Context: an optimization exercise on an open-source flow, tuned for small area. The choices shown serve that exercise and are no tape-out recipe.
In this exercise RTL edits were held to simulation tests only and were not proved equivalent to the original.
Power is estimated from default activity; no workload was simulated.

before:
==> flow/design.v (excerpt) <==
module uart_mem_bridge (
	input  logic         w_clk_div,
	input  logic         i_reset,
	input  logic         i_uart_rx,
	output logic         o_uart_tx,
	output logic         o_mem_cmd_en,
	output logic         o_mem_cmd_rd,
	output logic [2:0]   o_mem_bank,
	output logic [13:0]  o_mem_row,
	output logic [9:0]   o_mem_col,
	output logic [127:0] o_mem_wrdata,
	input  logic [127:0] i_mem_rddata,
	input  logic         i_mem_rddata_valid
);
	logic [1:0] r_sync;
	logic [3:0] r_rx_ph;
	logic [5:0] r_rx_cnt;
	logic [7:0] r_rx_sh;
	logic r_rx_valid;
	logic w_line;
	logic w_rx_tick;
	assign w_line = r_sync[1];
	assign w_rx_tick = (r_rx_cnt == 6'd53);
	always_ff @(posedge w_clk_div) begin
		if (i_reset) begin
			r_sync <= 2'b11;
			r_rx_ph <= 4'd1;
			r_rx_valid <= 1'b0;
		end else begin
			r_sync <= {r_sync[0], i_uart_rx};
			r_rx_valid <= 1'b0;
			if (r_rx_ph == 4'd1) begin
				if (!w_line)
					r_rx_ph <= 4'd7;  
			end else if (w_rx_tick) begin
				if (r_rx_ph == 4'd7 && w_line)
					r_rx_ph <= 4'd1;  
				else
  ...
Size: ~380 flip-flops.
Settings: LEC_CHECK=0, CAP_MARGIN=0, CORE_MARGIN=2, CORE_UTILIZATION=72, PLACE_DENSITY=0.8, SLEW_MARGIN=0; clock period 6.2 ns.
standard.sh (not shown) runs the stock make flow with config.mk's settings and CLKGATE_MAP_FILE= SYNTH_SCRIPT=/design/flow/synth_recipe.tcl, a recipe that flattens the netlist after the stock synthesis.
==> flow/flow/run.sh <==
#!/bin/bash
# Standard ORFS layout (the standard.sh, unchanged synthesis, floorplan,
# power grid and routing) with two knobs the flow scripts read from the
# environment: the smallest buffer for the port buffers, and a clock tree
# without dummy loads built from small clock buffers.
set -euo pipefail
export BUFFER_PORTS_ARGS="-buffer_cell sky130_fd_sc_hd__buf_1"
export CTS_ARGS="-sink_clustering_enable -repair_clock_nets -dont_use_dummy_load -buf_list {sky130_fd_sc_hd__clkbuf_16} -sink_clustering_size 30 -sink_clustering_max_diameter 100"
bash standard.sh finish > make_finish.log 2>&1
diff inputs: before => after
Settings: PLACE_DENSITY: 0.8 -> unset; CORE_UTILIZATION: 72 -> 65.
==> notes.md <==
No stage failed in after, and the final checks on the layout all came back clean.
Between after and before, the final-stage net count does not differ in any meaningful way.
Data required time at the worst endpoint in after is 20 ps above before.
In the tables for after and before, maximum number of pins on one net before global-route repair reads higher with after.
Diff before -> after | post-detailed-routing wire length | decrease of 630 um
after vs. before: count of input and output buffers flat; non-clock buffering overhead in the final layout stayed essentially flat; die boundary width moved up; first-iteration DRC count lower; sequential share of layout area essentially unchanged.
Post-synthesis net count came out exactly the same in after and before.

---

uart_mem_bridge, a different RTL version from the one above (not shown whole).
Size: ~980 cells after synthesis, about 380 flip-flops, ~290 I/O pins, ~0.015 mm² of cells after synthesis.
Design uart_mem_bridge, start of the top module:
module uart_mem_bridge (
	input  logic         w_clk_div,
	input  logic         i_reset,
	input  logic         i_uart_rx,
	output logic         o_uart_tx,
	output logic         o_mem_cmd_en,
	output logic         o_mem_cmd_rd,
	output logic [2:0]   o_mem_bank,
	output logic [13:0]  o_mem_row,
	output logic [9:0]   o_mem_col,
	output logic [127:0] o_mem_wrdata,
	input  logic [127:0] i_mem_rddata,
	input  logic         i_mem_rddata_valid
);
clock: 6.2 ns
lec_check: 0
cap_margin: 20
core_margin: 2
core_utilization: 65
slew_margin: 20
==> flow/flow/run.sh <==
#!/bin/bash
# Standard ORFS layout (the standard.sh, unchanged synthesis, floorplan,
# power grid and routing) with two knobs the flow scripts read from the
# environment: the smallest buffer for the port buffers, and a clock tree
# without dummy loads built from small clock buffers.
set -euo pipefail
export BUFFER_PORTS_ARGS="-buffer_cell sky130_fd_sc_hd__buf_1"
export CTS_ARGS="-sink_clustering_enable -repair_clock_nets -dont_use_dummy_load -buf_list {sky130_fd_sc_hd__clkbuf_8 sky130_fd_sc_hd__clkbuf_16} -sink_clustering_size 24 -sink_clustering_max_diameter 100"
bash standard.sh finish > make_finish.log 2>&1
The baseline ran to the end with no violations.
Change:
==> flow/run.sh (new file) <==
#!/bin/bash
# synth_recipe.tcl (not shown) runs the flow's synth.tcl, then flattens the netlist and writes it again
# the make line also repeats each setting of config.mk as NAME=value (left out here)
make -C /OpenROAD-flow-scripts/flow DESIGN_CONFIG=/design/flow/config.mk WORK_HOME=/design/flow/orfs CLKGATE_MAP_FILE= SYNTH_SCRIPT=/design/flow/synth_recipe.tcl finish
Settings changed: CORE_UTILIZATION 65 to 40.
removed: flow/flow/run.sh
removed: flow/standard.sh
Outcome:
- count of clock-buffer cells in the layout goes up by 36
- sequential share of layout area goes down by 9.4 points
- routed wire length goes up by roughly a tenth
- clock power goes up by well over a third
- fmax goes down by a few percent
- utilization goes down by 21 points
Change:
==> flow/flow/run.sh (new file) <==
#!/bin/bash
# Standard ORFS layout (the standard.sh, unchanged synthesis, floorplan,
# power grid and routing) with two knobs the flow scripts read from the
# environment: the smallest buffer for the port buffers, and a clock tree
# without dummy loads built from small clock buffers.
set -euo pipefail
export BUFFER_PORTS_ARGS="-buffer_cell sky130_fd_sc_hd__buf_1"
export CTS_ARGS="-sink_clustering_enable -repair_clock_nets -dont_use_dummy_load -buf_list {sky130_fd_sc_hd__clkbuf_16} -sink_clustering_size 30 -sink_clustering_max_diameter 100"
bash standard.sh finish > make_finish.log 2>&1
==> flow/standard.sh (new file) <==
#!/bin/bash
# synth_recipe.tcl (not shown) runs the flow's synth.tcl, then flattens the netlist and writes it again
# the make line also repeats each setting of config.mk as NAME=value (left out here)
make -C /OpenROAD-flow-scripts/flow DESIGN_CONFIG=/design/flow/config.mk WORK_HOME=/design/flow/orfs CLKGATE_MAP_FILE= SYNTH_SCRIPT=/design/flow/synth_recipe.tcl "${@:-finish}"
Settings changed: CAP_MARGIN 20 to 0, SLEW_MARGIN 20 to 0.
removed: flow/run.sh
Result: Cell count went down by 3.4%; setup slack got worse by 5.8 ps; fmax hardly moves; cell area went down by 14%; clock skew went up by 29 ps; flip-flop and latch count does not change; clock-buffer cell count went down by 38; combinational power went down by 25%.
Change:
--- a/flow/flow/run.sh
+++ b/flow/flow/run.sh
@@ -8 +8 @@
-export CTS_ARGS="-sink_clustering_enable -repair_clock_nets -dont_use_dummy_load -buf_list {sky130_fd_sc_hd__clkbuf_16} -sink_clustering_size 30 -sink_clustering_max_diameter 100"
+export CTS_ARGS="-sink_clustering_enable -repair_clock_nets -dont_use_dummy_load -buf_list {sky130_fd_sc_hd__clkbuf_4 sky130_fd_sc_hd__clkbuf_8}"
Settings changed: CAP_MARGIN 0 to 20, SLEW_MARGIN 0 to 20.
Clock-buffer cell count increases by 50.
Flip-flop and latch count does not change.
Global-route usage is higher by 0.84 points.
Combinational power barely changes.
Design area increases by 3.2%.
Synthesized area stays the same.
Worst hold slack is worse by 18 ps.
Setup slack loses 4.7 ps.
Utilization rose by 1.5 points.
Synthesized cell count stays the same.
Wire length grows by 2.4%.

==> static timing again, ports no longer ideal <==
In the flow no input, the clock included, has a driving cell. The finished layouts below were timed again as built, in two steps. Step 1 assumes that a clkbuf_16 drives the clock port and a buf_2 every other input. Step 2 adds t to the input delays and takes it off the output delays; t is the mean of the earliest and latest rising clock arrival at the registers after step 1. Input paths then give back, and output paths get back, about the clock's delay inside the block. Slacks: no drivers / after step 1 / after step 2; pairs: no drivers / after step 1.
| run | t (ns) | setup WS [ns] | worst hold slack (ns) | worst slew at a driven data input, ns |
|---|---|---|---|---|
| before | 0.536 | 2.963 / 2.963 / 2.916 | 0.411 / 0.411 / 0.411 | 0.09 |
| after | 0.544 | 2.933 / 2.933 / 2.932 | 0.398 / 0.398 / 0.398 | 0.08 |
| the first run of note 2 | 0.561 | 1.628 / 1.575 / 2.136 | 0.430 / 0.430 / 0.430 | 0.07 |
| the second run of note 2 | 0.583 | 1.534 / 1.483 / 2.066 | 0.419 / 0.419 / 0.419 | 0.06 |
| the third run of note 2 | 0.574 | 1.529 / 1.475 / 2.049 | 0.414 / 0.414 / 0.414 | 0.07 |
| the fourth run of note 2 | 0.617 | 1.524 / 1.475 / 2.092 | 0.397 / 0.397 / 0.397 | 0.07 |
After both steps every run listed still meets setup and hold. For before, which loses most, drivers alone change the setup slack by 0.000 ns; drivers and shift together by -0.047 ns.
